Context: an optimization exercise on an open-source flow, tuned for small area, a short achievable clock period and few clock cycles per item. The choices shown serve that exercise and are no tape-out recipe. At most, simulation tests tie the RTL to the original design; equivalence was not proved. For runs 1, 3 and 5, only the layout was checked, not whether the RTL still works. No activity file was given, so power comes from the tool's default toggle rates. No driver is modelled on the clock port, so clocking that relies on it looks cheaper here than on a real chip.

File: flow/run.sh
#!/bin/bash
# synth_recipe.tcl (not shown) runs the flow's synth.tcl, then flattens the netlist and writes it again
# the make line also repeats each setting of config.mk as NAME=value (left out here)
make -C /OpenROAD-flow-scripts/flow DESIGN_CONFIG=/design/flow/config.mk WORK_HOME=/design/flow/orfs CLKGATE_MAP_FILE= SYNTH_SCRIPT=/design/flow/synth_recipe.tcl finish
File: flow/config.mk
export PLATFORM = sky130hd
export DESIGN_NAME = addressable_led_pixel_driver_top
export DESIGN_NICKNAME = addressable_led_pixel_driver_top
export VERILOG_FILES = /design/flow/design.v
export SDC_FILE = /design/flow/constraint.sdc
export NUM_CORES = 4
export LEC_CHECK = 0
export CAP_MARGIN = 20
export CORE_MARGIN = 2
export CORE_UTILIZATION = 45
export SLEW_MARGIN = 20
export SYNTH_MEMORY_MAX_BITS = 8192
File: flow/constraint.sdc
create_clock -name core_clock -period 6.0 [get_ports {i_clk}]
set_input_delay 1.2000 -clock core_clock [delete_from_list [all_inputs] [get_ports {i_clk}]]
set_output_delay 1.2000 -clock core_clock [all_outputs]
set_load 0.01 [all_outputs]
File: flow/design.v
`default_nettype none
package lpd_pkg;
    localparam int DEF_MAX_PIXELS = 256;
    localparam int CFG_IDX_W  = 3;
    localparam int CFG_DATA_W = 16;
    localparam logic [CFG_IDX_W-1:0] CFG_NUM_PIXELS = 3'd0;
    localparam logic [CFG_IDX_W-1:0] CFG_ZERO_HIGH  = 3'd1;
    localparam logic [CFG_IDX_W-1:0] CFG_ONE_HIGH   = 3'd2;
    localparam logic [CFG_IDX_W-1:0] CFG_BIT_TICKS  = 3'd3;
    localparam logic [CFG_IDX_W-1:0] CFG_LATCH      = 3'd4;
    localparam logic [CFG_IDX_W-1:0] CFG_RED_SLOT   = 3'd5;
    localparam logic [CFG_IDX_W-1:0] CFG_GREEN_SLOT = 3'd6;
    localparam logic [CFG_IDX_W-1:0] CFG_BLUE_SLOT  = 3'd7;
    localparam logic [8:0]  RST_NUM_PIXELS = 9'd64;
    localparam logic [7:0]  RST_ZERO_HIGH  = 8'd5;
    localparam logic [7:0]  RST_ONE_HIGH   = 8'd13;
    localparam logic [7:0]  RST_BIT_TICKS  = 8'd20;
    localparam logic [15:0] RST_LATCH      = 16'd960;
    localparam logic [1:0]  RST_RED_SLOT   = 2'd1;
    localparam logic [1:0]  RST_GREEN_SLOT = 2'd0;
    localparam logic [1:0]  RST_BLUE_SLOT  = 2'd2;
    localparam int ROW_BYTES = 3;
    localparam int ROW_W     = 8 * ROW_BYTES;
    typedef enum logic [1:0] {
        OP_TICK  = 2'd0,
        OP_SET   = 2'd1,
        OP_CLEAR = 2'd2,
        OP_SHOW  = 2'd3
    } t_op;
    typedef enum logic [1:0] {
        PH_IDLE  = 2'd0,
        PH_SEND  = 2'd1,
        PH_LATCH = 2'd2
    } t_phase;
    typedef struct packed {
        logic [8:0]  num_pixels;
        logic [7:0]  zero_high;
        logic [7:0]  one_high;
        logic [7:0]  bit_ticks;
        logic [15:0] latch_ticks;
        logic [1:0]  red_slot;
        logic [1:0]  green_slot;
        logic [1:0]  blue_slot;
    } t_cfg;
    typedef struct packed {
        logic                 wr;
        logic                 clr;
        logic [ROW_BYTES-1:0] be;
        logic [ROW_W-1:0]     data;
    } t_store_req;
endpackage
`default_nettype wire
`default_nettype none
module lpd_store #(
    parameter int R = 16,
    parameter int L = 16
) (
    input  wire logic                                  i_clk,
    input  wire logic [R-1:0][lpd_pkg::ROW_BYTES-1:0]  i_wsel,
    input  wire logic [lpd_pkg::ROW_W-1:0]             i_wdata,
    input  wire logic [$clog2(R)-1:0]                  i_rsel,
    output logic [lpd_pkg::ROW_W-1:0]                  o_rd_row
);
    logic [R-1:0][L-1:0][lpd_pkg::ROW_W-1:0] mem;
    logic [R-1:0][lpd_pkg::ROW_W-1:0]        tail;
    always_comb begin
        for (int r = 0; r < R; r++) begin
            for (int s = 0; s < lpd_pkg::ROW_BYTES; s++) begin
                tail[r][8*s +: 8] = i_wsel[r][s] ? i_wdata[8*s +: 8] : mem[r][0][8*s +: 8];
            end
        end
    end
    always_ff @(posedge i_clk) begin
        for (int r = 0; r < R; r++) begin
            mem[r] <= {tail[r], mem[r][L-1:1]};
        end
    end
    assign o_rd_row = tail[i_rsel];
endmodule
`default_nettype wire
`default_nettype none
module lpd_engine #(
    parameter int R = 16,
    parameter int L = 16
) (
    input  wire logic                      i_clk,
    input  wire logic                      i_rst_n,
    input  wire logic                      i_vld,
    input  wire logic                      i_room,
    input  wire logic [1:0]                i_op,
    input  wire logic [7:0]                i_pixel_index,
    input  wire logic [7:0]                i_red,
    input  wire logic [7:0]                i_green,
    input  wire logic [7:0]                i_blue,
    input  wire lpd_pkg::t_cfg             i_cfg,
    output logic                           o_fire,
    output logic                           o_line_level,
    output logic                           o_busy,
    output logic                           o_hold_fires,
    output logic                           o_blocked_nx,
    output logic [R-1:0][lpd_pkg::ROW_BYTES-1:0] o_wsel,
    output logic [lpd_pkg::ROW_W-1:0]      o_wdata,
    output logic [$clog2(R)-1:0]           o_rsel,
    input  wire logic [lpd_pkg::ROW_W-1:0] i_rd_row
);
    localparam int PW = $clog2(L);
    localparam int RW = $clog2(R);
    logic [PW-1:0]    r_ph;
    logic             r_rclr;      
    logic             r_zarm;      
    logic             zact;
    logic             zdone;
    logic             r_send;
    logic             r_latch_ph;
    logic [23:0]      r_sh;        
    logic [2:0]       r_bit;
    logic [1:0]       r_slot;
    logic [7:0]       r_bcnt;
    logic             r_bz;
    logic [7:0]       r_hcnt;
    logic [8:0]       r_tgt;       
    logic             r_plast;
    logic [23:0]      r_nxt;
    logic             r_nxt_ok;
    logic [15:0]      r_latch;
    logic             r_line;
    logic             n_send, n_latch_ph;
    logic [23:0]      n_sh;
    logic [2:0]       n_bit;
    logic [1:0]       n_slot;
    logic [7:0]       n_bcnt;
    logic             n_bz;
    logic [7:0]       n_hcnt;
    logic [8:0]       n_tgt;
    logic             n_nxt_ok;
    logic [15:0]      n_latch;
    logic             n_line;
    logic             idle;
    logic [8:0]       n_eff;
    logic             n_zero;
    logic             in_range;
    logic             op_tick, op_set, op_clear, op_show;
    logic             set_wr;
    logic [2:0]       set_be;
    logic [23:0]      set_data;
    logic [7:0]       bt_m1;
    logic             oh_nz, zh_nz;
    logic             lt_zero;
    logic             cap;
    logic             nb;
    logic [23:0]      nxt_sh;
    assign idle     = !r_send && !r_latch_ph;
    assign n_eff    = i_cfg.num_pixels[8] ? 9'd256 : i_cfg.num_pixels;
    assign n_zero   = (i_cfg.num_pixels == 9'd0);
    assign in_range = i_cfg.num_pixels[8] || (i_pixel_index < i_cfg.num_pixels[7:0]);
    assign bt_m1    = (i_cfg.bit_ticks == 8'd0) ? 8'd0 : i_cfg.bit_ticks - 8'd1;
    assign oh_nz    = (i_cfg.one_high != 8'd0);
    assign zh_nz    = (i_cfg.zero_high != 8'd0);
    assign lt_zero  = (i_cfg.latch_ticks == 16'd0);
    assign op_tick  = (i_op == 2'd0);
    assign op_set   = (i_op == 2'd1);
    assign op_clear = (i_op == 2'd2);
    assign op_show  = (i_op == 2'd3);
    always_comb begin
        for (int s = 0; s < lpd_pkg::ROW_BYTES; s++) begin
            set_be[s] = (32'(i_cfg.red_slot) == s) || (32'(i_cfg.green_slot) == s)
                     || (32'(i_cfg.blue_slot) == s);
            if (32'(i_cfg.blue_slot) == s) begin
                set_data[8*s +: 8] = i_blue;
            end else if (32'(i_cfg.green_slot) == s) begin
                set_data[8*s +: 8] = i_green;
            end else begin
                set_data[8*s +: 8] = i_red;
            end
        end
    end
    assign zact  = r_rclr || (i_vld && op_clear && idle);
    assign zdone = zact && r_zarm && (r_ph == PW'(L - 1));
    always_comb begin
        o_fire = 1'b0;
        if (i_vld && i_room && !r_rclr) begin
            if (!idle || op_tick) begin
                o_fire = 1'b1;
            end else if (op_set) begin
                o_fire = !in_range || (r_ph == i_pixel_index[PW-1:0]);
            end else if (op_clear) begin
                o_fire = zdone;
            end else begin
                o_fire = n_zero || r_nxt_ok;
            end
        end
    end
    assign set_wr = o_fire && op_set && idle && in_range;
    always_comb begin
        for (int r = 0; r < R; r++) begin
            for (int s = 0; s < lpd_pkg::ROW_BYTES; s++) begin
                o_wsel[r][s] = zact
                    || (set_wr && (i_pixel_index[7:PW] == RW'(r)) && set_be[s]);
            end
        end
    end
    assign o_wdata = zact ? 24'd0 : set_data;
    assign o_rsel  = r_tgt[PW +: RW];
    assign o_hold_fires = (op_set && (PW'(r_ph + PW'(1)) == i_pixel_index[PW-1:0]))
                       || (op_clear && r_zarm && (r_ph == PW'(L - 2)))
                       || (op_show && (r_ph == '0));
    assign o_blocked_nx = r_rclr && !zdone;
    assign cap = (r_ph == r_tgt[PW-1:0]) && (!r_nxt_ok || idle);
    assign nxt_sh = {r_nxt[7:0], r_nxt[15:8], r_nxt[23:16]};
    always_comb begin
        n_send     = r_send;
        n_latch_ph = r_latch_ph;
        n_sh       = r_sh;
        n_bit      = r_bit;
        n_slot     = r_slot;
        n_bcnt     = r_bcnt;
        n_bz       = r_bz;
        n_hcnt     = r_hcnt;
        n_tgt      = r_tgt;
        n_nxt_ok   = r_nxt_ok || cap;
        n_latch    = r_latch;
        n_line     = r_line;
        nb         = 1'b0;
        if (op_tick && r_send) begin
            if (r_bz) begin
                n_bcnt = bt_m1;
                n_bz   = (bt_m1 == 8'd0);
                if (r_bit == 3'd7 && r_slot == 2'd2) begin
                    if (r_plast) begin
                        n_send     = 1'b0;
                        n_latch_ph = !lt_zero;
                        n_latch    = i_cfg.latch_ticks;
                        n_tgt      = 9'd0;
                        n_nxt_ok   = 1'b0;
                    end else begin
                        n_sh     = nxt_sh;
                        n_tgt    = r_tgt + 9'd1;
                        n_nxt_ok = 1'b0;
                    end
                    n_bit  = 3'd0;
                    n_slot = 2'd0;
                    nb     = r_nxt[7];
                end else begin
                    n_sh  = {r_sh[22:0], 1'b0};
                    n_bit = r_bit + 3'd1;
                    if (r_bit == 3'd7) begin
                        n_slot = r_slot + 2'd1;
                    end
                    nb = r_sh[22];
                end
                n_hcnt = nb ? i_cfg.one_high : i_cfg.zero_high;
                n_line = n_send && (nb ? oh_nz : zh_nz);
            end else begin
                n_bcnt = r_bcnt - 8'd1;
                n_bz   = (r_bcnt == 8'd1);
                n_hcnt = r_hcnt - {7'd0, (r_hcnt != 8'd0)};
                n_line = (r_hcnt[7:1] != 7'd0);
            end
        end else if (op_tick && r_latch_ph) begin
            n_latch = r_latch - 16'd1;
            if (r_latch == 16'd1) begin
                n_latch_ph = 1'b0;
            end
        end else if (idle && op_show) begin
            if (n_zero) begin
                n_latch_ph = !lt_zero;
                n_latch    = i_cfg.latch_ticks;
            end else begin
                n_send   = 1'b1;
                n_sh     = nxt_sh;
                n_bit    = 3'd0;
                n_slot   = 2'd0;
                n_bcnt   = bt_m1;
                n_bz     = (bt_m1 == 8'd0);
                n_tgt    = 9'd1;
                n_nxt_ok = 1'b0;
                nb       = r_nxt[7];
                n_hcnt   = nb ? i_cfg.one_high : i_cfg.zero_high;
                n_line   = nb ? oh_nz : zh_nz;
            end
        end
    end
    assign o_line_level = n_line;
    assign o_busy       = n_send || n_latch_ph;
    always_ff @(posedge i_clk) begin
        if (!i_rst_n) begin
            r_ph     <= '0;
            r_rclr   <= 1'b1;
            r_zarm   <= 1'b0;
            r_send   <= 1'b0;
            r_latch_ph <= 1'b0;
            r_tgt    <= 9'd0;
            r_nxt_ok <= 1'b0;
            r_line   <= 1'b0;
        end else begin
            r_ph   <= r_ph + PW'(1);
            r_rclr <= r_rclr && !zdone;
            r_zarm <= zact && !zdone && (r_zarm || (r_ph == '0));
            if (o_fire) begin
                r_send     <= n_send;
                r_latch_ph <= n_latch_ph;
                r_tgt      <= n_tgt;
                r_nxt_ok   <= n_nxt_ok;
                r_line     <= n_line;
            end else begin
                r_nxt_ok   <= r_nxt_ok || cap;
            end
        end
    end
    always_ff @(posedge i_clk) begin
        if (o_fire) begin
            r_sh    <= n_sh;
            r_bit   <= n_bit;
            r_slot  <= n_slot;
            r_bcnt  <= n_bcnt;
            r_bz    <= n_bz;
            r_hcnt  <= n_hcnt;
            r_latch <= n_latch;
        end
        if (cap) begin
            r_nxt <= i_rd_row;
        end
        r_plast <= (r_tgt == n_eff);
    end
endmodule
`default_nettype wire
`default_nettype none
module addressable_led_pixel_driver_top #(
    parameter int MAX_PIXELS = lpd_pkg::DEF_MAX_PIXELS
) (
    input  wire logic                           i_clk,
    input  wire logic                           i_rst_n,
    input  wire logic                           i_cfg_we,
    input  wire logic [lpd_pkg::CFG_IDX_W-1:0]  i_cfg_idx,
    input  wire logic [lpd_pkg::CFG_DATA_W-1:0] i_cfg_data,
    input  wire logic                           i_item_valid,
    output logic                                o_item_ready,
    input  wire logic [1:0]                     i_item_op,
    input  wire logic [7:0]                     i_item_pixel_index,
    input  wire logic [7:0]                     i_item_red,
    input  wire logic [7:0]                     i_item_green,
    input  wire logic [7:0]                     i_item_blue,
    output logic                                o_res_valid,
    input  wire logic                           i_res_ready,
    output logic                                o_res_line_level,
    output logic                                o_res_busy
);
    localparam int L = 16;
    localparam int R = MAX_PIXELS / L;
    lpd_pkg::t_cfg        r_cfg;
    logic        r_rdy;
    logic        r_in_vld;
    logic [1:0]  r_op;
    logic [7:0]  r_idx;
    logic [7:0]  r_red;
    logic [7:0]  r_green;
    logic [7:0]  r_blue;
    logic        r_q0_vld, r_q0_line, r_q0_busy;
    logic        r_q1_vld, r_q1_line, r_q1_busy;
    logic        fire;
    logic        line_nx;
    logic        busy_nx;
    logic        hold_fires;
    logic        blocked_nx;
    logic        pop;
    logic        q1_vld_nx;
    logic        in_vld_nx;
    logic        tick_nx;
    logic        held;
    logic [R-1:0][lpd_pkg::ROW_BYTES-1:0] wsel;
    logic [lpd_pkg::ROW_W-1:0] wdata;
    logic [$clog2(R)-1:0]      rsel;
    logic [lpd_pkg::ROW_W-1:0] rd_row;
    always_ff @(posedge i_clk) begin
        if (!i_rst_n) begin
            r_cfg.num_pixels  <= lpd_pkg::RST_NUM_PIXELS;
            r_cfg.zero_high   <= lpd_pkg::RST_ZERO_HIGH;
            r_cfg.one_high    <= lpd_pkg::RST_ONE_HIGH;
            r_cfg.bit_ticks   <= lpd_pkg::RST_BIT_TICKS;
            r_cfg.latch_ticks <= lpd_pkg::RST_LATCH;
            r_cfg.red_slot    <= lpd_pkg::RST_RED_SLOT;
            r_cfg.green_slot  <= lpd_pkg::RST_GREEN_SLOT;
            r_cfg.blue_slot   <= lpd_pkg::RST_BLUE_SLOT;
        end else if (i_cfg_we) begin
            unique case (i_cfg_idx)
                lpd_pkg::CFG_NUM_PIXELS: r_cfg.num_pixels  <= i_cfg_data[8:0];
                lpd_pkg::CFG_ZERO_HIGH:  r_cfg.zero_high   <= i_cfg_data[7:0];
                lpd_pkg::CFG_ONE_HIGH:   r_cfg.one_high    <= i_cfg_data[7:0];
                lpd_pkg::CFG_BIT_TICKS:  r_cfg.bit_ticks   <= i_cfg_data[7:0];
                lpd_pkg::CFG_LATCH:      r_cfg.latch_ticks <= i_cfg_data[15:0];
                lpd_pkg::CFG_RED_SLOT:   r_cfg.red_slot    <= i_cfg_data[1:0];
                lpd_pkg::CFG_GREEN_SLOT: r_cfg.green_slot  <= i_cfg_data[1:0];
                lpd_pkg::CFG_BLUE_SLOT:  r_cfg.blue_slot   <= i_cfg_data[1:0];
                default: begin
                end
            endcase
        end
    end
    assign pop = r_q0_vld && i_res_ready;
    always_ff @(posedge i_clk) begin
        if (!i_rst_n) begin
            r_q0_vld <= 1'b0;
            r_q1_vld <= 1'b0;
        end else if (!r_q0_vld || pop) begin
            r_q0_vld <= r_q1_vld || fire;
            r_q1_vld <= 1'b0;
        end else begin
            r_q1_vld <= r_q1_vld || fire;
        end
    end
    always_ff @(posedge i_clk) begin
        if (!r_q0_vld || pop) begin
            r_q0_line <= r_q1_vld ? r_q1_line : line_nx;
            r_q0_busy <= r_q1_vld ? r_q1_busy : busy_nx;
        end
        if (!r_q1_vld) begin
            r_q1_line <= line_nx;
            r_q1_busy <= busy_nx;
        end
    end
    assign q1_vld_nx = !(!r_q0_vld || pop) && (r_q1_vld || fire);
    assign held      = r_in_vld && !r_rdy && !fire;
    assign in_vld_nx = r_rdy ? i_item_valid : (r_in_vld && !fire);
    assign tick_nx   = r_rdy ? (i_item_op == 2'd0) : ((r_op == 2'd0) || (held && hold_fires));
    always_ff @(posedge i_clk) begin
        if (!i_rst_n) begin
            r_in_vld <= 1'b0;
            r_rdy    <= 1'b0;
        end else begin
            r_in_vld <= in_vld_nx;
            r_rdy    <= !in_vld_nx || (!blocked_nx && !q1_vld_nx && tick_nx);
        end
    end
    always_ff @(posedge i_clk) begin
        if (r_rdy) begin
            r_op    <= i_item_op;
            r_idx   <= i_item_pixel_index;
            r_red   <= i_item_red;
            r_green <= i_item_green;
            r_blue  <= i_item_blue;
        end
    end
    assign o_item_ready     = r_rdy;
    assign o_res_valid      = r_q0_vld;
    assign o_res_line_level = r_q0_line;
    assign o_res_busy       = r_q0_busy;
    lpd_engine #(
        .R (R),
        .L (L)
    ) u_engine (
        .i_clk         (i_clk),
        .i_rst_n       (i_rst_n),
        .i_vld         (r_in_vld),
        .i_room        (!r_q1_vld),
        .i_op          (r_op),
        .i_pixel_index (r_idx),
        .i_red         (r_red),
        .i_green       (r_green),
        .i_blue        (r_blue),
        .i_cfg         (r_cfg),
        .o_fire        (fire),
        .o_line_level  (line_nx),
        .o_busy        (busy_nx),
        .o_hold_fires  (hold_fires),
        .o_blocked_nx  (blocked_nx),
        .o_wsel        (wsel),
        .o_wdata       (wdata),
        .o_rsel        (rsel),
        .i_rd_row      (rd_row)
    );
    lpd_store #(
        .R (R),
        .L (L)
    ) u_store (
        .i_clk    (i_clk),
        .i_wsel   (wsel),
        .i_wdata  (wdata),
        .i_rsel   (rsel),
        .o_rd_row (rd_row)
    );
endmodule
`default_nettype wire
==> results of run 1 <==
-- cells by family after synthesis --
group	count (synthesis)	share of synthesized area, %
flip-flops	6346	89.4
multiplexers	349	2.58
AND/OR/NAND/NOR	1010	3.31
buffers and inverters	297	0.913
AO/OA/AOI/OAI	659	3.36
adder cells (fa/ha/maj)	21	0.183
XOR/XNOR	49	0.299
-- report_power, final --
part / switching [mW] / total, mW / internal (mW) / leakage, nW
Clock: 15.2 / 35.8 / 20.6 / 9.37
Sequential: 0.0740 / 42.4 / 42.3 / 51.3
Combinational: 0.234 / 0.349 / 0.115 / 6.24
Total: 15.5 / 78.5 / 63.0 / 66.9
-- critical path, delay by kind of cell (launching register included) --
| kind | cells | cell delay, ns |
|---|---|---|
| flip-flops | 1 | 0.61 |
| buffers and inverters | 1 | 0.44 |
| AND/OR/NAND/NOR | 3 | 0.69 |
| adder cells (fa/ha/maj) | 1 | 0.40 |
| AO/OA/AOI/OAI | 3 | 1.74 |
-- placed cells by master (no fill, tap or decap), types with 28 or more instances in the layout --
| master | instances |
|---|---|
| dfxtp_1 | 6221 |
| clkbuf_16 | 579 |
| nand2_1 | 434 |
| mux2i_1 | 284 |
| nand3_1 | 234 |
| o21ai_0 | 204 |
| clkbuf_1 | 123 |
| edfxtp_1 | 121 |
| nor2_1 | 114 |
| clkbuf_8 | 111 |
| a21oi_1 | 103 |
| clkinv_2 | 90 |
| buf_4 | 88 |
| o211ai_1 | 61 |
| clkdlybuf4s50_1 | 61 |
| mux2_2 | 54 |
| inv_1 | 46 |
| o22ai_1 | 46 |
| nand4_1 | 37 |
| or2_2 | 34 |
| xnor2_1 | 28 |
-- metrics by stage --
stage | cells | instance area (µm²) | total power, mW | util, %
final | 13841 | 168000 | 78.5 | 53.0
after global routing | 13834 | 168000 | 81.1 | 53.0
after CTS | 13831 | 168000 | 79.3 | 53.0
after detailed placement | 12815 | 149000 | 43.7 | 47.0
after global placement | 12813 | 149000 | 43.7 | 46.9
after floorplan | 8731 | 144000 | 43.5 | -
-- area by class of cell --
class / instances / area, µm²
inverter: 47 / 176
timing repair buffer: 154 / 1350
sequential: 6346 / 128000
multi-input combinational: 2088 / 14200
fill: 25148 / 149000
tap: 4180 / 5230
clock buffer: 813 / 16500
antenna: 10 / 25.0
clock inverter: 203 / 2610
-- path summary, 6_finish.rpt --
path	endpoint	depth (start not counted)	slack (ns)	from
worst min register to register	u_store.mem[1568]$_DFF_P_	0	0.27	u_store.mem[1592]$_DFF_P_
worst max-delay path	u_engine.r_sh[5]$_DFFE_PP_	8	1.75	r_idx[6]$_DFFE_PP_
worst min-delay path	u_store.mem[1568]$_DFF_P_	0	0.27	u_store.mem[1592]$_DFF_P_
worst max register to register	u_engine.r_sh[5]$_DFFE_PP_	8	1.75	r_idx[6]$_DFFE_PP_
-- flip-flops by register name, summed over array words and instances (netlist names), 2 cells and up --
signal and flops:
u_engine.r_hcnt 8, u_engine.r_ph 4, u_engine.r_latch 16, r_cfg 55
u_engine.r_sh 23, r_op 2, r_idx 8, u_engine.r_slot 2
u_engine.r_nxt 24, u_store.mem 6144, u_engine.r_bcnt 8, r_red 8
u_engine.r_tgt 9, u_engine.r_bit 3, r_green 8, r_blue 8
-- cell usage after synthesis, types with 38 or more instances --
cell type,count
a21oi_1,105
buf_2,38
nand3_1,234
o211ai_1,61
o22ai_1,46
mux2i_1,284
nor2_1,120
edfxtp_1,121
inv_1,47
nand2_1,434
dfxtp_1,6225
buf_1,39
clkbuf_1,150
mux2_2,54
o21ai_0,204
-- metal layers --
metal  global-route usage (%)  up-vias  wire [µm]
met5                        0        -         34
met4                     5.89        4       8360
met3                     2.93      533      12300
met2                     22.8     1425     107000
met1                     21.7    29207     122000
li1                         -    29600          -
==> impl_results.md, run 1 <==
- Dpl ws: 1.72 ns
- GRT Resource Usage Total: 15.2%
- Yosys reg bits: 6346
- Initial antenna violation count: 17
- Leak pwr: 66.9 nW
- EDFF count, synth: 121
- Layout area overhead: 17.3%
- Core footprint: 0.318 mm²
- Critical Path End Type: register
- Top Ports: 62
- Vias in the first global route: 60987
- WP data required: 6.67 ns
- WP data arrival: 4.92 ns
- Synth Warn #: 3
- Final Hold Fails: 0
- CTS Buffer Depth: 4
- Die ar.: 0.323 mm²
- PwrDens: 466 mW/mm²
- Die H: 569 µm
- Hold Buf Count CTS: 0
- # port buffers: 61
- Setup Skew: 0.0726 ns
- Sequential-to-total area share from yosys stat: 89.4%
- Initial core utilization: 45.2%
- Final Net Count: 9281
- Clk slew on worst S/H paths: 0.06 ns
- Iteration-0 DRC count of the detailed router: 3811
- Relative slew slack: 18.8%
- Max-cap viol count: 0
- Detail Route Antenna Nets: 0
- Critical-path top delay cell: a21oi_4
- GR Overflow Total: 0
- DRC violations left: 0
- Vias post-DR: 60769
- Clock sink total: 6346
- CP max stage delay: 0.64 ns
- Max H-tree Level: 6
- RSZ-0062 raised after global routing: false
- Period utilization: 70.9%
- Hold WS: 0.271 ns
- CP max FO: 15
- First-pass GRT wire length: 373 mm
- Netlist cell types: 83
- Max Freq: 235 MHz
- # setup viols final: 0
- Most used cell, CP: nand2_1
- Synth area leaders: dfxtp_1 (87%), edfxtp_1 (2.5%), mux2i_1 (2.0%), nand2_1 (1.1%), nand3_1 (0.82%)
- Post-DP HPWL: 158 mm
- CTS root buf: clkbuf_16
- CTS Buf Count: 565
- Layout cell share with drive strength beyond 1: 12.2%
- Startpoint types: register
- Resize count post-CTS: 0
- Worst slew pin tran: 1.22 ns
- Clock Latency Late Sink: 1.01 ns
- Postcts setup bufs: 0
- Worst VDD drop: 0.382 mV
- Syn_nets: 8810
- Setup_tns: 0 ns
- Final max-slew violation count: 0
- Final Worst Setup Slack: 1.75 ns
- CTS tree: done
- Worst Hold Class: register to register
- Critical path type: register to register
- Via density: 4.39
- Cell accounting for the most synthesized area: dfxtp_1
- Wire length per cell: 18.1 µm
- Final WL: 250 mm
- Syn Area/Cell: 16.4 µm²
- Asr flop ratio synth: 0%
- Mapped Cells: 8731
- Cell Rows: 207
- Top cell type's share of synthesized area: 86.8%
- Routability congestion estimate: 0.859
- Die X-Extent: 569 µm
- Worst path cell trace: ha_1 > nand3_1 > o31ai_1 > nand2_1 > a31oi_1 > nand2_1 > a21oi_4 > buf_4
- First-pass DRT Iterations: 6
- Tmin final: 4.25 ns
- Largest net degree at the start of global routing: 120
- Post-synthesis cell area: 0.144 mm²
- Status: timing/DRC/antenna clean
- Synth Flop Type: dfxtp_1
==> run 2: changes to the inputs <==
--- a/flow/design.v
+++ b/flow/design.v
@@ -90,2 +90,4 @@
     input  wire logic [1:0]                i_op,
+    input  wire logic                      i_in_range,
+    input  wire logic                      i_slot_hit,
     input  wire logic [7:0]                i_pixel_index,
@@ -100,2 +102,3 @@
     output logic                           o_blocked_nx,
+    output logic [$clog2(L)-1:0]           o_ph_nx,
     output logic [R-1:0][lpd_pkg::ROW_BYTES-1:0] o_wsel,
@@ -154,3 +157,3 @@
     assign n_zero   = (i_cfg.num_pixels == 9'd0);
-    assign in_range = i_cfg.num_pixels[8] || (i_pixel_index < i_cfg.num_pixels[7:0]);
+    assign in_range = i_in_range;
     assign bt_m1    = (i_cfg.bit_ticks == 8'd0) ? 8'd0 : i_cfg.bit_ticks - 8'd1;
@@ -184,3 +187,3 @@
             end else if (op_set) begin
-                o_fire = !in_range || (r_ph == i_pixel_index[PW-1:0]);
+                o_fire = !in_range || i_slot_hit;
             end else if (op_clear) begin
@@ -192,3 +195,3 @@
     end
-    assign set_wr = o_fire && op_set && idle && in_range;
+    assign set_wr = i_vld && op_set && idle && in_range && i_slot_hit;
     always_comb begin
@@ -203,3 +206,4 @@
     assign o_rsel  = r_tgt[PW +: RW];
-    assign o_hold_fires = (op_set && (PW'(r_ph + PW'(1)) == i_pixel_index[PW-1:0]))
+    assign o_ph_nx = r_ph + PW'(1);
+    assign o_hold_fires = (op_set && (o_ph_nx == i_pixel_index[PW-1:0]))
                        || (op_clear && r_zarm && (r_ph == PW'(L - 2)))
@@ -369,2 +373,6 @@
     logic        held;
+    logic        r_in_range;
+    logic        r_slot_hit;
+    logic [3:0]  ph_nx;
+    logic [7:0]  idx_nx;
     logic [R-1:0][lpd_pkg::ROW_BYTES-1:0] wsel;
@@ -433,2 +441,9 @@
     end
+    assign idx_nx = r_rdy ? i_item_pixel_index : r_idx;
+    always_ff @(posedge i_clk) begin
+        r_slot_hit <= (ph_nx == idx_nx[3:0]);
+        if (r_rdy) begin
+            r_in_range <= r_cfg.num_pixels[8] || (i_item_pixel_index < r_cfg.num_pixels[7:0]);
+        end
+    end
     always_ff @(posedge i_clk) begin
@@ -455,2 +470,4 @@
         .i_op          (r_op),
+        .i_in_range    (r_in_range),
+        .i_slot_hit    (r_slot_hit),
         .i_pixel_index (r_idx),
@@ -465,2 +482,3 @@
         .o_blocked_nx  (blocked_nx),
+        .o_ph_nx       (ph_nx),
         .o_wsel        (wsel),
==> flow/flow/run.sh (new file) <==
#!/bin/bash
# Standard ORFS layout with custom clock tree synthesis arguments.
set -o pipefail
export CTS_ARGS="-sink_clustering_enable -repair_clock_nets -dont_use_dummy_load -sink_clustering_size 24 -sink_clustering_max_diameter 80 -buf_list {sky130_fd_sc_hd__clkbuf_8 sky130_fd_sc_hd__clkbuf_16}"
cp standard.sh standard_copy.txt
bash standard.sh > standard.log 2>&1
==> flow/standard.sh (new file) <==
#!/bin/bash
# synth_recipe.tcl (not shown) runs the flow's synth.tcl, then flattens the netlist and writes it again
# the make line also repeats each setting of config.mk as NAME=value (left out here)
make -C /OpenROAD-flow-scripts/flow DESIGN_CONFIG=/design/flow/config.mk WORK_HOME=/design/flow/orfs CLKGATE_MAP_FILE= SYNTH_SCRIPT=/design/flow/synth_recipe.tcl "${@:-finish}"
--- a/flow/config.mk
+++ b/flow/config.mk
@@ -9,3 +9,4 @@
 export CORE_MARGIN = 2
-export CORE_UTILIZATION = 45
+export CORE_UTILIZATION = 55
+export SETUP_SLACK_MARGIN = 2.5
 export SLEW_MARGIN = 20
removed: flow/run.sh
==> run 2 against run 1 <==
Compared with the run above:
- die area decreased by 19%
- non-clock buffer count is 10 higher
- utilization increased by 7.4 points
- clock skew rose by 0.017 ns
==> impl_results.md, run 2 <==
- RSZ-0062 raised after global routing: true
- Mapped Cells: 8527
- Period utilization: 58.3%
- Reg area: 0.128 mm²
- Hold Crit Depth: 0
- Detail Route Antenna Nets: 0
- Fin area: 0.155 mm²
- Vias post-DR: 57411
- Cell accounting for the most synthesized area: dfxtp_1
- Critical Path End Type: register
- Mux cell area share after synthesis: 2.07%
- Yosys reg bits: 6348
- Final WL: 243 mm
- GR Overflow Total: 0
- Post-Synth Adder-Cell Area: 0.185%
- Netlist cell types: 84
- # port buffers: 61
- EDFF count, synth: 118
- CP max FO: 40
- Final max-slew violation count: 0
- First-pass DRT Iterations: 6
- Cell Rows: 186
- Top-count cell post-synth: dfxtp_1
- Sequential-to-total area share from yosys stat: 90.5%
- Asr flop ratio synth: 0%
- Die H: 512 µm
- Final Net Count: 8890
- Tmin final: 3.50 ns
- Worst VDD drop: 0.358 mV
- XOR/XNOR share of the synthesized area: 0.290%
- RR Endpoint: u_engine.r_nxt[15]$_DFFE_PP_
- Largest net degree at the start of global routing: 100
- DRC violations left: 0
- Min-delay src: u_store.mem[1882]$_DFF_P_
- Relative slew slack: 22.0%
- Max-cap viol count: 0
- CTS Buffer Depth: 4
- Die ar.: 0.262 mm²
- First-pass GRT wire length: 352 mm
- Setup Skew: 0.0892 ns
- Core footprint: 0.256 mm²
- Post-DP HPWL: 163 mm
- Synth Flop Type: dfxtp_1
- Critical path launch point: u_engine.r_tgt[6]$_SDFFE_PN0P_
- Hold Path End: u_store.mem[1858]$_DFF_P_
- Routability congestion estimate: 0.856
- Fin util: 60.4%
- WP data arrival: 4.16 ns
- Largest regs: u_store.mem x6144, r_cfg x55, u_engine.r_nxt x24
- Synth area leaders: dfxtp_1 (88%), edfxtp_1 (2.5%), mux2i_1 (1.4%), nand2_1 (1.0%), mux2_2 (0.69%)
- Setup_tns: 0 ns
- Compound-gate portion of the synthesized area: 3.03%
- Leak pwr: 61.3 nW
- GRT Resource Usage Total: 18.3%
- Placed Cells: 11859
- Syn_nets: 8606
- Layout area overhead: 9.27%
- Flop2flop setup slack: 2.50 ns
- Reg2Reg Depth: 7
- Top Ports: 62
- Via density: 4.70
- Worst Hold Class: register to register
- Synth Warn #: 3
- Critical-path top delay cell: nor2_2
- Worst path cell trace: buf_4 > inv_2 > nand2_1 > nor2_2 > o211ai_1 > o2111ai_1 > a211oi_1
- Hold Buf Count CTS: 0
- WP data required: 6.66 ns
- PwrDens: 412 mW/mm²
- # setup viols final: 0
- Vias in the first global route: 55665
- Main combinational cell family by area after synthesis: simple AND/OR/NAND/NOR gates
- CTS Buf Count: 318
- Status: timing/DRC/antenna clean
- CP max stage delay: 0.83 ns
- Max Freq: 286 MHz
- Final Hold Fails: 0
- Startpoint types: register
- Max H-tree Level: 5
- Post-route insts no fill: 12205
- Total Power: 63.9 mW
- Clk slew on worst S/H paths: 0.09 ns
- Wire length per cell: 19.9 µm
- RR Startpoint: u_engine.r_tgt[6]$_SDFFE_PN0P_
- Most flops, register: u_store.mem
- CTS root buf: clkbuf_16
- Clock sink total: 6348
- Simple-Gate Fraction of Synth Area: 3.06%
- Most common cell after layout, fill and taps aside: dfxtp_1
- CTS tree: done
- Syn Area/Cell: 16.6 µm²
- Most frequent cells in the layout: dfxtp_1 (6226), nand2_1 (379), clkbuf_16 (318), mux2i_1 (187), o21ai_0 (187)
- Initial antenna violation count: 30
- Top cell type's share of synthesized area: 88.0%
- Multi-input logic area: 0.0126 mm²
- Die X-Extent: 512 µm
- Clock Latency Late Sink: 0.98 ns
- Layout cell share with drive strength beyond 1: 7.32%
- Post-synthesis cell area: 0.142 mm²
- Max reg flops: 6144
- # fillers: 19031
- Worst slew pin tran: 1.17 ns
- Placed inst area: 0.146 mm²
- Initial core utilization: 55.3%
- Iteration-0 DRC count of the detailed router: 4202
- Synth top cells by count: dfxtp_1 (6230), nand2_1 (381), mux2i_1 (195)
- Critical path type: register to register
## run 2: cell type report
type	instances	share of cell area [%]
clock buffer	318	5.14
timing repair buffer	164	0.951
multi-input combinational	1895	8.12
tap	3384	2.73
sequential	6348	82.8
antenna	12	0.0194
inverter	84	0.204
## run 2: worst max path at each step
| stage | end | slack [ns] | cells past startpoint |
|---|---|---|---|
| global placement | u_engine.r_nxt[23]$_DFFE_PP_ | 1.76 | 7 |
| detailed placement | u_engine.r_nxt[23]$_DFFE_PP_ | 1.67 | 7 |
| floorplan | u_engine.r_latch[0]$_DFFE_PP_ | 2.50 | 8 |
| global route | u_engine.r_nxt[2]$_DFFE_PP_ | 2.48 | 7 |
| finish | u_engine.r_nxt[15]$_DFFE_PP_ | 2.50 | 7 |
| CTS | u_engine.r_nxt[2]$_DFFE_PP_ | 2.53 | 7 |
## run 2: report_power, final
part	switching (mW)	total, mW	internal [mW]
Sequential	0.0670	42.3	42.3
Combinational	0.185	0.306	0.120
Clock	11.7	21.2	9.47
## run 2: critical path: cells and delay by family, from the launching register on
kind	cells	cell delay [ns]
AOI/OAI and AO/OA	3	0.64
and+or+nand+nor	2	1.05
buffers and inverters	2	1.13
DFF	1	0.33
## run 2: per-layer routing
metal	GRT usage, %	up-vias	wire length (µm)
met5	0	-	14
met4	7.49	2	9570
met3	3.37	475	12500
met2	26.9	1422	102000
met1	26.8	27552	119000
li1	-	27960	-
## run 2: per-stage QoR
step / setup slack [ns] / hold slack [ns]
global route: 2.48 / 0.256
CTS: 2.53 / 0.258
floorplan: 2.50 / 0.310
detailed placement: 1.67 / 0.312
finish: 2.50 / 0.265
global placement: 1.76 / 0.309
## run 2: timing repair
item / CTS / global route
cloned: 0 / 0
resized for setup: 39 / 20
pin swaps: 2 / 1
buffers inserted: 13 / 3
endpoints found under the setup margin: 46 / 35
## run 2: logic make-up after synthesis
kind of cell             after synthesis
AO/OA/AOI/OAI                        644
XOR/XNOR                              47
adder cells (fa/ha/maj)               21
buffers and inverters                284
flip-flops                          6348
multiplexers                         282
AND/OR/NAND/NOR                      901
Testbench counts of run 2, summed over its fixed seeds: cycles 131,001, items 128,383.
==> run 3: changes to the inputs <==
--- a/flow/design.v
+++ b/flow/design.v
@@ -60,3 +60,3 @@
     input  wire logic [lpd_pkg::ROW_W-1:0]             i_wdata,
-    input  wire logic [$clog2(R)-1:0]                  i_rsel,
+    input  wire logic [R-1:0]                          i_rsel,
     output logic [lpd_pkg::ROW_W-1:0]                  o_rd_row
@@ -77,3 +77,8 @@
     end
-    assign o_rd_row = tail[i_rsel];
+    always_comb begin
+        o_rd_row = '0;
+        for (int r = 0; r < R; r++) begin
+            o_rd_row = o_rd_row | (mem[r][0] & {lpd_pkg::ROW_W{i_rsel[r]}});
+        end
+    end
 endmodule
@@ -105,3 +110,3 @@
     output logic [lpd_pkg::ROW_W-1:0]      o_wdata,
-    output logic [$clog2(R)-1:0]           o_rsel,
+    output logic [R-1:0]                   o_rsel,
     input  wire logic [lpd_pkg::ROW_W-1:0] i_rd_row
@@ -129,2 +134,7 @@
     logic             r_line;
+    logic [PW-1:0]    r_tph;       
+    logic [R-1:0]     r_tring;
+    logic             r_tchg;      
+    logic             tchg;
+    logic             wr_tgt;
     logic             n_send, n_latch_ph;
@@ -205,3 +215,3 @@
     assign o_wdata = zact ? 24'd0 : set_data;
-    assign o_rsel  = r_tgt[PW +: RW];
+    assign o_rsel  = r_tring;
     assign o_ph_nx = r_ph + PW'(1);
@@ -211,3 +221,4 @@
     assign o_blocked_nx = r_rclr && !zdone;
-    assign cap = (r_ph == r_tgt[PW-1:0]) && (!r_nxt_ok || idle);
+    assign cap    = (r_ph == r_tph) && (!r_nxt_ok || idle) && !r_tchg;
+    assign wr_tgt = zact || (set_wr && (i_pixel_index == 8'd0));
     assign nxt_sh = {r_nxt[7:0], r_nxt[15:8], r_nxt[23:16]};
@@ -223,3 +234,4 @@
         n_tgt      = r_tgt;
-        n_nxt_ok   = r_nxt_ok || cap;
+        n_nxt_ok   = (r_nxt_ok || cap) && !wr_tgt;
+        tchg       = 1'b0;
         n_latch    = r_latch;
@@ -238,2 +250,3 @@
                         n_nxt_ok   = 1'b0;
+                        tchg       = 1'b1;
                     end else begin
@@ -242,2 +255,3 @@
                         n_nxt_ok = 1'b0;
+                        tchg     = 1'b1;
                     end
@@ -280,2 +294,3 @@
                 n_nxt_ok = 1'b0;
+                tchg     = 1'b1;
                 nb       = r_nxt[7];
@@ -298,3 +313,5 @@
             r_line   <= 1'b0;
+            r_tchg   <= 1'b1;
         end else begin
+            r_tchg <= o_fire && tchg;
             r_ph   <= r_ph + PW'(1);
@@ -309,3 +326,3 @@
             end else begin
-                r_nxt_ok   <= r_nxt_ok || cap;
+                r_nxt_ok   <= (r_nxt_ok || cap) && !wr_tgt;
             end
@@ -327,2 +344,6 @@
         r_plast <= (r_tgt == n_eff);
+        r_tph   <= r_tgt[PW-1:0];
+        for (int r = 0; r < R; r++) begin
+            r_tring[r] <= (r_tgt[PW +: RW] == RW'(r));
+        end
     end
@@ -379,3 +400,3 @@
     logic [lpd_pkg::ROW_W-1:0] wdata;
-    logic [$clog2(R)-1:0]      rsel;
+    logic [R-1:0]              rsel;
     logic [lpd_pkg::ROW_W-1:0] rd_row;
==> flow/flow/run.sh (replaced) <==
#!/bin/bash
# Standard ORFS layout with custom clock tree synthesis arguments.
set -o pipefail
export CTS_ARGS="-sink_clustering_enable -repair_clock_nets -dont_use_dummy_load -sink_clustering_size 28 -sink_clustering_max_diameter 90 -buf_list sky130_fd_sc_hd__clkbuf_16"
cp standard.sh standard_copy.txt
bash standard.sh > standard.log 2>&1
--- a/flow/config.mk
+++ b/flow/config.mk
@@ -9,4 +9,4 @@
 export CORE_MARGIN = 2
-export CORE_UTILIZATION = 55
-export SETUP_SLACK_MARGIN = 2.5
+export CORE_UTILIZATION = 60
+export SETUP_SLACK_MARGIN = 3.3
 export SLEW_MARGIN = 20
==> run 3 against run 2 <==
Compared with the run above:
- routed wire length shrank 5.4%
- critical path type unchanged
- critical endpoint is now u_store.mem[3445]$_DFF_P_
- sequential share of layout area grew 2.0 points
- first-iteration DRC count shrank 2.5%
- critical path depth shrank 1
- setup slack gained 0.79 ns
- synthesized cell count shrank 1.7%
- via count shrank 2.1%
- global-route usage grew 0.78 points
==> impl_results.md, run 3 <==
- Setup Skew: 0.0612 ns
- PwrDens: 413 mW/mm²
- Multi-input logic area: 0.0107 mm²
- CTS tree: done
- Critical path type: register to register
- CP max FO: 17
- Die ar.: 0.237 mm²
- # fillers: 16204
- Synth Warn #: 3
- Die H: 487 µm
- Netlist cell types: 67
- Worst slew pin tran: 1.11 ns
- Startpoint types: register
- Largest regs: u_store.mem x6144, r_cfg x55, u_engine.r_nxt x24
- Clk slew on worst S/H paths: 0.10 ns
- Most frequent cells in the layout: dfxtp_1 (6236), nand3_1 (425), o21ai_0 (366), clkbuf_16 (280), nand2_1 (172)
- CTS Buffer Depth: 4
- Synth top cells by count: dfxtp_1 (6251), nand3_1 (426), o21ai_0 (380)
- Via density: 4.82
- Asr flop ratio synth: 0%
- Top-count cell post-synth: dfxtp_1
- Final WL: 230 mm
- Worst VDD drop: 0.311 mV
- Vias post-DR: 56186
- GRT Resource Usage Total: 19.1%
- Largest net degree at the start of global routing: 130
- GR Overflow Total: 0
- Vias in the first global route: 53603
- Relative slew slack: 25.8%
- WP data arrival: 3.48 ns
- Most common cell after layout, fill and taps aside: dfxtp_1
- Worst Hold Class: register to register
- Layout cell share with drive strength beyond 1: 5.68%
- Dpl ws: 2.58 ns
- Max reg flops: 6144
- Wire length per cell: 19.7 µm
- Top cell type's share of synthesized area: 89.3%
- Top Ports: 62
- Max Freq: 369 MHz
- Syn Area/Cell: 16.7 µm²
- Sequential-to-total area share from yosys stat: 91.9%
- Detail Route Antenna Nets: 0
- Yosys reg bits: 6369
- Critical Path End Type: register
- Cell Rows: 177
- Status: timing/DRC/antenna clean
- Hold Buf Count CTS: 0
- Most flops, register: u_store.mem
- Initial antenna violation count: 14
- Final Hold Fails: 0
- Final max-slew violation count: 0
- Synth area leaders: dfxtp_1 (89%), edfxtp_1 (2.5%), nand3_1 (1.5%), o21ai_0 (1.4%), a221oi_1 (0.61%)
- CTS Buf Count: 278
- Mapped Cells: 8385
- Iteration-0 DRC count of the detailed router: 4096
- Post-synthesis cell area: 0.140 mm²
- First-pass GRT wire length: 336 mm
- EDFF count, synth: 118
- Initial core utilization: 60.3%
- # setup viols final: 0
- Max H-tree Level: 5
- RSZ-0062 raised after global routing: true
- Tmin final: 2.71 ns
- Clock sink total: 6369
- Core footprint: 0.232 mm²
- Final Net Count: 8680
- DRC violations left: 0
- Final Worst Setup Slack: 3.29 ns
- Clock Latency Late Sink: 0.93 ns
- Synth Flop Type: dfxtp_1
- Syn_nets: 8464
- WP data required: 6.77 ns
- # port buffers: 61
- Cell accounting for the most synthesized area: dfxtp_1
- Layout area overhead: 8.31%
- CTS root buf: clkbuf_16
- Period utilization: 45.1%
- Max-cap viol count: 0
- Die X-Extent: 487 µm
- Setup_tns: 0 ns
- Reg area: 0.129 mm²
- Leak pwr: 58.6 nW
- Fin util: 65.3%
- Routability congestion estimate: 0.810
- First-pass DRT Iterations: 5
- Post-DP HPWL: 136 mm
[run 3: cell types whose count changed in the layout (fill, tap and decap cells not counted), sizes merged, moves of 60 or more]
| cell | previous run | this run |
|---|---|---|
| a221oi | 6 | 98 |
| a22o | 19 | 96 |
| o21ai | 191 | 426 |
| mux2i | 195 | 36 |
| mux2 | 87 | 27 |
| o22ai | 80 | 9 |
| nand3 | 179 | 426 |
| nand2 | 381 | 214 |
[run 3: layout make-up]
cell class,instances,share of cell area [%]
multi-input combinational,1782,7.06
timing repair buffer,145,0.932
inverter,25,0.0619
sequential,6369,84.8
tap,3043,2.51
antenna,5,0.00825
clock buffer,278,4.59
[run 3: through the flow]
| stage | cells | area, µm² | power, mW | hold slack (ns) |
|---|---|---|---|---|
| after floorplan | 8385 | 140000 | 43.6 | 0.310 |
| after global placement | 11352 | 144000 | 43.7 | 0.310 |
| after detailed placement | 11352 | 144000 | 43.7 | 0.312 |
| after CTS | 11639 | 152000 | 63.2 | 0.288 |
| after global routing | 11643 | 152000 | 64.7 | 0.296 |
| final | 11647 | 152000 | 62.6 | 0.297 |
[run 3: per-layer routing]
metal	routed length [µm]	vias to the layer above	GRT usage (%)
met2	95800	1029	27.9
met1	117000	27220	29.2
met5	0	-	0
met4	7780	0	6.45
met3	9230	439	2.71
li1	-	27498	-
[run 3: final timing paths]
check,startpoint,end,slack [ns],cells after the start
setup / recovery,r_cfg[1]$_SDFFE_PN1P_,u_store.mem[3445]$_DFF_P_,3.29,6
hold / removal,u_store.mem[5207]$_DFF_P_,u_store.mem[5183]$_DFF_P_,0.30,0
hold reg to reg,u_store.mem[5207]$_DFF_P_,u_store.mem[5183]$_DFF_P_,0.30,0
setup reg to reg,r_cfg[1]$_SDFFE_PN1P_,u_store.mem[3445]$_DFF_P_,3.29,6
[run 3: cell families after synthesis]
| logic type | share of synthesized area (%) |
|---|---|
| muxes | 0.474 |
| adders and majority gates | 0.188 |
| AOI/OAI and AO/OA | 3.48 |
| buffers and inverters | 0.687 |
| DFF | 91.9 |
| xor gates and xnor gates | 0.269 |
| and+or+nand+nor | 3.04 |
[run 3: where the power goes]
group	internal [mW]	total, mW	switching (mW)	leakage [nW]
combinational	0.110	0.271	0.161	3.70
sequential	42.4	42.5	0.0489	51.4
clock	8.36	19.9	11.6	3.43
total	50.9	62.6	11.8	58.6
[run 3: worst max-delay path, stage by stage (launching register included)]
cell and delay [ns]:
dfxtp_1 0.38, nand2b_1 0.50, and3_1 0.45, nor3_2 0.38, nand2_2 0.49, nand3_1 0.25
o21ai_1 0.11
[run 3: repair_timing]
item	in CTS	in global routing
setup endpoints to repair	392	250
gates cloned	1	2
gates resized for setup	74	39
pin swaps	4	2
setup buffers	8	1
==> run 4: changes to the inputs <==
--- a/flow/design.v
+++ b/flow/design.v
@@ -98,5 +98,4 @@
     input  wire logic [7:0]                i_pixel_index,
-    input  wire logic [7:0]                i_red,
-    input  wire logic [7:0]                i_green,
-    input  wire logic [7:0]                i_blue,
+    input  wire logic [lpd_pkg::ROW_W-1:0] i_set_data,
+    input  wire logic [lpd_pkg::ROW_BYTES-1:0] i_set_be,
     input  wire lpd_pkg::t_cfg             i_cfg,
@@ -176,15 +175,4 @@
     assign op_show  = (i_op == 2'd3);
-    always_comb begin
-        for (int s = 0; s < lpd_pkg::ROW_BYTES; s++) begin
-            set_be[s] = (32'(i_cfg.red_slot) == s) || (32'(i_cfg.green_slot) == s)
-                     || (32'(i_cfg.blue_slot) == s);
-            if (32'(i_cfg.blue_slot) == s) begin
-                set_data[8*s +: 8] = i_blue;
-            end else if (32'(i_cfg.green_slot) == s) begin
-                set_data[8*s +: 8] = i_green;
-            end else begin
-                set_data[8*s +: 8] = i_red;
-            end
-        end
-    end
+    assign set_be   = i_set_be;
+    assign set_data = i_set_data;
     assign zact  = r_rclr || (i_vld && op_clear && idle);
@@ -379,5 +367,6 @@
     logic [7:0]  r_idx;
-    logic [7:0]  r_red;
-    logic [7:0]  r_green;
-    logic [7:0]  r_blue;
+    logic [lpd_pkg::ROW_W-1:0]     r_set_data;
+    logic [lpd_pkg::ROW_BYTES-1:0] r_set_be;
+    logic [lpd_pkg::ROW_W-1:0]     set_data;
+    logic [lpd_pkg::ROW_BYTES-1:0] set_be;
     logic        r_q0_vld, r_q0_line, r_q0_busy;
@@ -462,2 +451,15 @@
     end
+    always_comb begin
+        for (int s = 0; s < lpd_pkg::ROW_BYTES; s++) begin
+            set_be[s] = (32'(r_cfg.red_slot) == s) || (32'(r_cfg.green_slot) == s)
+                     || (32'(r_cfg.blue_slot) == s);
+            if (32'(r_cfg.blue_slot) == s) begin
+                set_data[8*s +: 8] = i_item_blue;
+            end else if (32'(r_cfg.green_slot) == s) begin
+                set_data[8*s +: 8] = i_item_green;
+            end else begin
+                set_data[8*s +: 8] = i_item_red;
+            end
+        end
+    end
     assign idx_nx = r_rdy ? i_item_pixel_index : r_idx;
@@ -473,5 +475,4 @@
             r_idx   <= i_item_pixel_index;
-            r_red   <= i_item_red;
-            r_green <= i_item_green;
-            r_blue  <= i_item_blue;
+            r_set_data <= set_data;
+            r_set_be   <= set_be;
         end
@@ -494,5 +495,4 @@
         .i_pixel_index (r_idx),
-        .i_red         (r_red),
-        .i_green       (r_green),
-        .i_blue        (r_blue),
+        .i_set_data    (r_set_data),
+        .i_set_be      (r_set_be),
         .i_cfg         (r_cfg),
==> flow/flow/run.sh (replaced) <==
#!/bin/bash
# Standard ORFS layout with custom clock tree synthesis arguments.
set -o pipefail
export CTS_ARGS="-sink_clustering_enable -repair_clock_nets -dont_use_dummy_load -sink_clustering_size 28 -sink_clustering_max_diameter 90 -buf_list sky130_fd_sc_hd__clkbuf_16"
export BUFFER_PORTS_ARGS="-buffer_cell sky130_fd_sc_hd__buf_2"
bash standard.sh > standard.log 2>&1
--- a/flow/config.mk
+++ b/flow/config.mk
@@ -10,3 +10,3 @@
 export CORE_UTILIZATION = 60
-export SETUP_SLACK_MARGIN = 3.3
+export SETUP_SLACK_MARGIN = 3.6
 export SLEW_MARGIN = 20
==> run 4 against run 3 <==
Compared with the run above:
- synthesized area up 1.1%
- hold slack worse by 0.019 ns
- synthesized cell count up 2.2%
- clock power about the same
- routed wire length up 6.6%
- cell count up 3.6%
- sequential power about the same
- clock skew up 0.0012 ns
- critical path depth down 5
- critical path type is now register to output pin
==> impl_results.md, run 4 <==
- Final WL: 245 mm
- GR Overflow Total: 0
- Largest regs: u_store.mem x6144, r_cfg x55
- Clk slew on worst S/H paths: 0.11 ns
- Initial antenna violation count: 12
- Final Hold Fails: 0
- Critical path type: register to output pin
- Worst VDD drop: 0.311 mV
- Tmin final: 2.65 ns
- First-pass DRT Iterations: 5
- Top Usage Layer GRT: met1
- Critical-path top delay cell: edfxtp_1
- Vias in the first global route: 54769
- Syn_nets: 8652
- Synth Warn #: 3
- Final Worst Setup Slack: 3.35 ns
- Post-synthesis cell area: 0.142 mm²
- PwrDens: 407 mW/mm²
- Critical Path End Type: output pin
- Met3 Use GR: 3.43%
- # setup viols final: 0
- Top-count cell post-synth: dfxtp_1
- Setup Skew: 0.0624 ns
- Clock sink total: 6372
- Core footprint: 0.235 mm²
- CTS root buf: clkbuf_16
- Die H: 490 µm
- # fillers: 16318
- CTS tree: done
- EDFF count, synth: 121
- Status: timing/DRC/antenna clean
- Yosys reg bits: 6372
- Clock Latency Late Sink: 0.96 ns
- Max H-tree Level: 5
- Detail Route Antenna Nets: 0
- Syn Area/Cell: 16.5 µm²
- Max-cap viol count: 0
- Grt met1 use: 30.5%
- CP max stage delay: 0.37 ns
- Via density: 4.77
- Multi-input logic area: 0.0127 mm²
- Period utilization: 44.2%
- Initial core utilization: 60.3%
- Worst slew pin tran: 1.20 ns
- Wire length per cell: 20.3 µm
- # port buffers: 61
- Leak pwr: 59.4 nW
- CTS Buffer Depth: 4
- Post-route insts no fill: 12065
- Final max-slew violation count: 0
- Layout area overhead: 9.10%
- DRC violations left: 0
- Cell family with most CP delay: flip-flops
- Synth top cells by count: dfxtp_1 (6251), nand2_1 (474), a21oi_1 (289)
- Final Net Count: 8985
- Most frequent cells in the layout: dfxtp_1 (6244), nand2_1 (469), a21oi_1 (282), clkbuf_16 (280), nor2_1 (258)
- GRT Resource Usage Total: 20.1%
- Die X-Extent: 490 µm
- Vias post-DR: 57522
- Top Ports: 62
- Relative slew slack: 19.0%
- Synth Flop Type: dfxtp_1
- Sequential-to-total area share from yosys stat: 90.9%
- Max reg flops: 6144
- Largest net degree at the start of global routing: 131
- WP data required: 4.80 ns
- Iteration-0 DRC count of the detailed router: 4158
- RSZ-0062 raised after global routing: true
- Routability congestion estimate: 0.802
- Cell accounting for the most synthesized area: dfxtp_1
- Netlist cell types: 73
- Placed Cells: 11676
- CP bufs+invs: 1
- Total Power: 63.0 mW
- Die ar.: 0.240 mm²
- Worst path cell trace: buf_2
- CTS Buf Count: 278
- Cell Rows: 178
- Asr flop ratio synth: 0%
- Startpoint types: register
- Max Freq: 377 MHz
- Top cell type's share of synthesized area: 88.4%
- CP max FO: 1
- Hold Buf Count CTS: 0
- Most flops, register: u_store.mem
- Layout cell share with drive strength beyond 1: 7.55%
- Most common cell after layout, fill and taps aside: dfxtp_1
- Setup_tns: 0 ns
- Dpl ws: 2.78 ns
- Mapped Cells: 8573
- Met2 Use GR: 30.0%
- Worst Hold Class: register to register
- Post-DP HPWL: 151 mm
- Synth area leaders: dfxtp_1 (88%), edfxtp_1 (2.6%), mux2i_1 (1.6%), nand2_1 (1.3%), a21oi_1 (1.0%)
- First-pass GRT wire length: 352 mm
- WP data arrival: 1.45 ns
- Reg area: 0.129 mm²
run 4: kinds of logic after synthesis:
group	count (synthesis)	share of synthesized area, %
DFF	6372	90.9
xor gates and xnor gates	44	0.272
and+or+nand+nor	975	3.12
adders and majority gates	21	0.186
AOI/OAI and AO/OA	696	3.08
muxes	253	1.81
buffers and inverters	212	0.601
run 4: layer usage:
metal  part of all wire, %  vias to the layer above
met2                    43                     1231
met5                0.0053                        -
met1                    50                    27845
met3                   4.9                      379
li1                      -                    28065
met4                   2.6                        2
run 4: cell type report:
| class | count | share of cell area (%) |
|---|---|---|
| Sequential cell | 6372 | 83.3 |
| Multi-Input combinational cell | 1992 | 8.20 |
| Clock buffer | 278 | 4.50 |
| Tap cell | 3150 | 2.55 |
| Timing Repair Buffer | 234 | 1.31 |
| Inverter | 28 | 0.0680 |
| Antenna cell | 11 | 0.0178 |
run 4: worst paths after layout:
check | start | endpoint | slack (ns) | depth (start not counted)
worst max-delay path | r_q0_busy$_DFFE_PP_ | o_res_busy | 3.35 | 1
worst min-delay path | u_store.mem[3638]$_DFF_P_ | u_store.mem[3614]$_DFF_P_ | 0.28 | 0
worst max register to register | u_engine.r_tring[0]$_DFF_P_ | u_engine.r_nxt[16]$_DFFE_PP_ | 3.55 | 4
worst min register to register | u_store.mem[3638]$_DFF_P_ | u_store.mem[3614]$_DFF_P_ | 0.28 | 0
run 4: power breakdown:
| part | leakage, nW | internal, mW | total [mW] | switching, mW |
|---|---|---|---|---|
| Sequential | 51.5 | 42.4 | 42.5 | 0.0506 |
| Combinational | 4.49 | 0.143 | 0.530 | 0.387 |
| Clock | 3.43 | 8.35 | 19.9 | 11.6 |
| Total | 59.4 | 50.9 | 63.0 | 12.0 |
run 4: repair_timing:
action	CTS	global route
pin swaps	19	16
endpoints found under the setup margin	498	251
gates resized for setup	86	52
cloned	4	2
hold endpoints to repair	0	0
buffers inserted	53	41
run 4: through the flow:
stage	cell area [µm²]	hold slack, ns	util (%)
6_report	155000	0.278	65.8
5_1_grt	154000	0.278	65.8
4_1_cts	154000	0.277	65.5
3_5_place_dp	146000	0.312	62.1
3_3_place_gp	146000	0.310	62.1
2_1_floorplan	142000	0.310	-
Testbench counts of run 4, summed over its fixed seeds: cycles 131,017, items 128,383.
==> run 5: changes to the inputs <==
--- a/flow/design.v
+++ b/flow/design.v
@@ -97,2 +97,6 @@
     input  wire logic                      i_slot_hit,
+    input  wire logic                      i_vld_nx,
+    input  wire logic [1:0]                i_op_nx,
+    input  wire logic                      i_in_range_nx,
+    input  wire logic                      i_slot_hit_nx,
     input  wire logic [7:0]                i_pixel_index,
@@ -118,2 +122,7 @@
     logic             zact;
+    logic             r_zact;      
+    logic             r_wgo;       
+    logic             idle_nx;
+    logic             zact_nx;
+    logic             wgo_nx;
     logic             zdone;
@@ -177,3 +186,3 @@
     assign set_data = i_set_data;
-    assign zact  = r_rclr || (i_vld && op_clear && idle);
+    assign zact  = r_zact;
     assign zdone = zact && r_zarm && (r_ph == PW'(L - 1));
@@ -193,3 +202,6 @@
     end
-    assign set_wr = i_vld && op_set && idle && in_range && i_slot_hit;
+    assign set_wr = r_wgo;
+    assign idle_nx = o_fire ? !(n_send || n_latch_ph) : idle;
+    assign zact_nx = (r_rclr && !zdone) || (i_vld_nx && (i_op_nx == 2'd2) && idle_nx);
+    assign wgo_nx  = i_vld_nx && (i_op_nx == 2'd1) && idle_nx && i_in_range_nx && i_slot_hit_nx;
     always_comb begin
@@ -295,2 +307,4 @@
             r_rclr   <= 1'b1;
+            r_zact   <= 1'b1;
+            r_wgo    <= 1'b0;
             r_zarm   <= 1'b0;
@@ -306,2 +320,4 @@
             r_rclr <= r_rclr && !zdone;
+            r_zact <= zact_nx;
+            r_wgo  <= wgo_nx;
             r_zarm <= zact && !zdone && (r_zarm || (r_ph == '0));
@@ -387,2 +403,6 @@
     logic [7:0]  idx_nx;
+    logic [1:0]  op_nx;
+    logic        in_range_in;
+    logic        in_range_nx;
+    logic        slot_hit_nx;
     logic [R-1:0][lpd_pkg::ROW_BYTES-1:0] wsel;
@@ -429,3 +449,6 @@
     always_ff @(posedge i_clk) begin
-        if (!r_q0_vld || pop) begin
+        if (!i_rst_n) begin
+            r_q0_line <= 1'b0;
+            r_q0_busy <= 1'b0;
+        end else if (!r_q0_vld || pop) begin
             r_q0_line <= r_q1_vld ? r_q1_line : line_nx;
@@ -433,2 +456,4 @@
         end
+    end
+    always_ff @(posedge i_clk) begin
         if (!r_q1_vld) begin
@@ -465,6 +490,10 @@
     assign idx_nx = r_rdy ? i_item_pixel_index : r_idx;
+    assign op_nx       = r_rdy ? i_item_op : r_op;
+    assign in_range_in = r_cfg.num_pixels[8] || (i_item_pixel_index < r_cfg.num_pixels[7:0]);
+    assign in_range_nx = r_rdy ? in_range_in : r_in_range;
+    assign slot_hit_nx = (ph_nx == idx_nx[3:0]);
     always_ff @(posedge i_clk) begin
-        r_slot_hit <= (ph_nx == idx_nx[3:0]);
+        r_slot_hit <= slot_hit_nx;
         if (r_rdy) begin
-            r_in_range <= r_cfg.num_pixels[8] || (i_item_pixel_index < r_cfg.num_pixels[7:0]);
+            r_in_range <= in_range_in;
         end
@@ -494,2 +523,6 @@
         .i_slot_hit    (r_slot_hit),
+        .i_vld_nx      (in_vld_nx),
+        .i_op_nx       (op_nx),
+        .i_in_range_nx (in_range_nx),
+        .i_slot_hit_nx (slot_hit_nx),
         .i_pixel_index (r_idx),
==> flow/flow/run.sh (replaced) <==
#!/bin/bash
# Standard ORFS layout with custom clock tree synthesis arguments.
set -o pipefail
export CTS_ARGS="-sink_clustering_enable -repair_clock_nets -dont_use_dummy_load -sink_clustering_size 30 -sink_clustering_max_diameter 90 -distance_between_buffers 200 -buf_list sky130_fd_sc_hd__clkbuf_16"
export BUFFER_PORTS_ARGS="-buffer_cell sky130_fd_sc_hd__buf_2"
bash standard.sh > standard.log 2>&1
--- a/flow/config.mk
+++ b/flow/config.mk
@@ -10,4 +10,5 @@
 export CORE_UTILIZATION = 60
-export SETUP_SLACK_MARGIN = 3.6
+export SETUP_SLACK_MARGIN = 3.5
 export SLEW_MARGIN = 20
 export SYNTH_MEMORY_MAX_BITS = 8192
+export TNS_END_PERCENT = 10
==> run 5 against run 4 <==
Compared with the run above:
- critical path type is now register to register
- largest cell class unchanged
- critical endpoint is now u_store.mem[1904]$_DFF_P_
- total power is 2.5% lower
- clock skew is 0.036 ns higher
- cell count is 0.81% higher
- sequential power hardly changed
- setup slack worse by 0.058 ns
==> impl_results.md, run 5 <==
- Final Net Count: 9084
- Vias post-DR: 59643
- CTS Buffer Depth: 4
- Post-DP HPWL: 161 mm
- Sequential-to-total area share from yosys stat: 90.7%
- Flop2flop setup slack: 3.29 ns
- Leak pwr: 58.0 nW
- Die H: 490 µm
- CTS Buf Count: 236
- RR Startpoint: r_idx[7]$_DFFE_PP_
- EDFF count, synth: 116
- Top Ports: 62
- Compound-gate portion of the synthesized area: 3.33%
- Routability congestion estimate: 0.816
- Largest regs: u_store.mem x6144, r_cfg x55
- Setup_tns: 0 ns
- Layout area overhead: 7.51%
- Iteration-0 DRC count of the detailed router: 4659
- CP max stage delay: 0.61 ns
- Cell accounting for the most synthesized area: dfxtp_1
- Most common cell after layout, fill and taps aside: dfxtp_1
- Relative slew slack: 23.4%
- Top cell type's share of synthesized area: 88.3%
- Critical path launch point: r_idx[7]$_DFFE_PP_
- Synth area leaders: dfxtp_1 (88%), edfxtp_1 (2.5%), a21oi_1 (1.6%), nand2_1 (1.5%), nand3_1 (1.5%)
- Netlist cell types: 77
- WP data required: 6.70 ns
- Post-synthesis cell area: 0.142 mm²
- Detail Route Antenna Nets: 0
- First-pass GRT wire length: 370 mm
- Main combinational cell family by area after synthesis: simple AND/OR/NAND/NOR gates
- Clk slew on worst S/H paths: 0.11 ns
- Final max-slew violation count: 0
- Syn_nets: 8912
- Hold WS: 0.263 ns
- Tmin final: 2.71 ns
- Synth top cells by count: dfxtp_1 (6258), nand2_1 (581), a21oi_1 (456)
- Worst Hold Class: register to register
- Status: timing/DRC/antenna clean
- Wire length per cell: 21.1 µm
- Post-route insts no fill: 12163
- CTS root buf: clkbuf_16
- Most used cell, CP: nand2_1
- Reg2Reg Depth: 6
- Most frequent cells in the layout: dfxtp_1 (6250), nand2_1 (576), a21oi_1 (456), nand3_1 (416), clkbuf_16 (237)
- Die X-Extent: 490 µm
- Total Power: 61.4 mW
- Period utilization: 45.2%
- Mapped Cells: 8833
- Placed Cells: 11880
- Clock Latency Late Sink: 0.90 ns
- Worst VDD drop: 0.316 mV
- Largest net degree at the start of global routing: 91
- Synth Warn #: 3
- Vias in the first global route: 56671
- CP max FO: 27
- Startpoint types: register
- Die ar.: 0.240 mm²
- Setup Skew: 0.0984 ns
- PwrDens: 402 mW/mm²
- Final WL: 256 mm
- CTS tree: done
- Initial core utilization: 60.3%
- Via density: 4.90
- # setup viols final: 0
- Max Freq: 369 MHz
- First-pass DRT Iterations: 6
- Yosys reg bits: 6374
- RR Endpoint: u_store.mem[1904]$_DFF_P_
- Worst path cell trace: nand3b_1 > nor3_2 > buf_4 > nand2_1 > nand2_1 > a21oi_1
- Critical-path top delay cell: nand2_1
-- run 5: changes by cell type after synthesis, sizes merged, moves of 74 or more --
cell    delta
nand3    +367
nor2     -195
mux2i    -168
a21oi    +167
nand2    +107
o21ai    -107
clkbuf    +74
-- run 5: kinds of logic (layout without fill, tap and decap cells) --
kind of cell | count (synthesis) | after routing
buf+inv | 289 | 458
xor+xnor | 48 | 48
fa+ha+maj | 21 | 21
mux | 84 | 84
compound gates | 758 | 758
simple gates | 1259 | 1260
other cells | 0 | 10
flops | 6374 | 6374
-- run 5: report_power, final --
| part | switching, mW | leakage, nW | internal [mW] |
|---|---|---|---|
| Combinational | 0.306 | 3.58 | 0.133 |
| Clock | 11.3 | 2.91 | 7.07 |
| Sequential | 0.0942 | 51.5 | 42.5 |
-- run 5: how the worst min path moves through the flow --
stage	cells after the start	to	slack, ns
finish	0	u_store.mem[4143]$_DFF_P_	0.26
floorplan	0	u_store.mem[0]$_DFF_P_	0.31
global route	0	u_store.mem[4143]$_DFF_P_	0.26
detailed placement	0	u_store.mem[1081]$_DFF_P_	0.31
CTS	0	u_store.mem[4143]$_DFF_P_	0.26
global placement	0	u_store.mem[5133]$_DFF_P_	0.31
-- run 5: final cells by class --
| type | instances | area, µm² |
|---|---|---|
| multi-input cells | 2171 | 12200 |
| inverters | 31 | 116 |
| well taps | 3150 | 3940 |
| fillers | 16878 | 82600 |
| flip-flops and latches | 6374 | 129000 |
| diodes | 10 | 25.0 |
| repair buffers | 191 | 1550 |
| clock buffers | 236 | 5910 |
-- run 5: layer usage --
layer,GRT usage [%],up-vias,wire (µm)
li1,-,28668,-
met5,0,-,13
met1,30.7,28934,122000
met2,31.5,1533,111000
met3,3.11,506,13500
met4,7.30,2,9760
-- run 5: per-stage QoR --
stage / instance area [µm²] / worst slack, ns
CTS: 152000 / 3.21
floorplan: 142000 / 3.30
global placement: 146000 / 2.81
global route: 153000 / 3.28
finish: 153000 / 3.29
detailed placement: 146000 / 2.80
-- run 5: worst reg2reg max path: stages (launching register included) --
cell and delay (ns):
edfxtp_1 0.44, nand3b_1 0.39, nor3_2 0.21, buf_4 0.57
nand2_1 0.63, nand2_1 0.24, a21oi_1 0.09
-- run 5: timing repair --
action / CTS / global route
cloned: 3 / 1
setup endpoints to repair: 308 / 363
buffers inserted: 9 / 23
hold endpoints to repair: 0 / 0
pin swaps: 5 / 7
resized for setup: 19 / 19
hold buffers: 0 / 0

[re-timing with driven ports]
The results above use ideal ports. As a check the final layouts listed here were re-extracted and re-timed, cells and wires unchanged. Step 1 sets driving cells, clkbuf_16 on the clock port and buf_2 on the other inputs (assumed; they add their load-dependent delay and slew). Step 2 times the ports against the registers' clock, not the clock port: input delays grow and output delays shrink by t, the midpoint of the rising clock arrivals with the driver on. Three values: ideal ports, drivers, drivers and shift; two values: the first two.
run	t (ns)	slack for setup (ns)
run 1	1.070	1.747 / 1.747 / 1.747
run 2	1.014	2.501 / 2.501 / 2.501
run 3	0.988	3.292 / 3.292 / 2.502
run 4	1.022	3.349 / 3.260 / 3.102
run 5	0.928	3.291 / 3.265 / 2.762
After both steps every run listed still meets setup and hold.
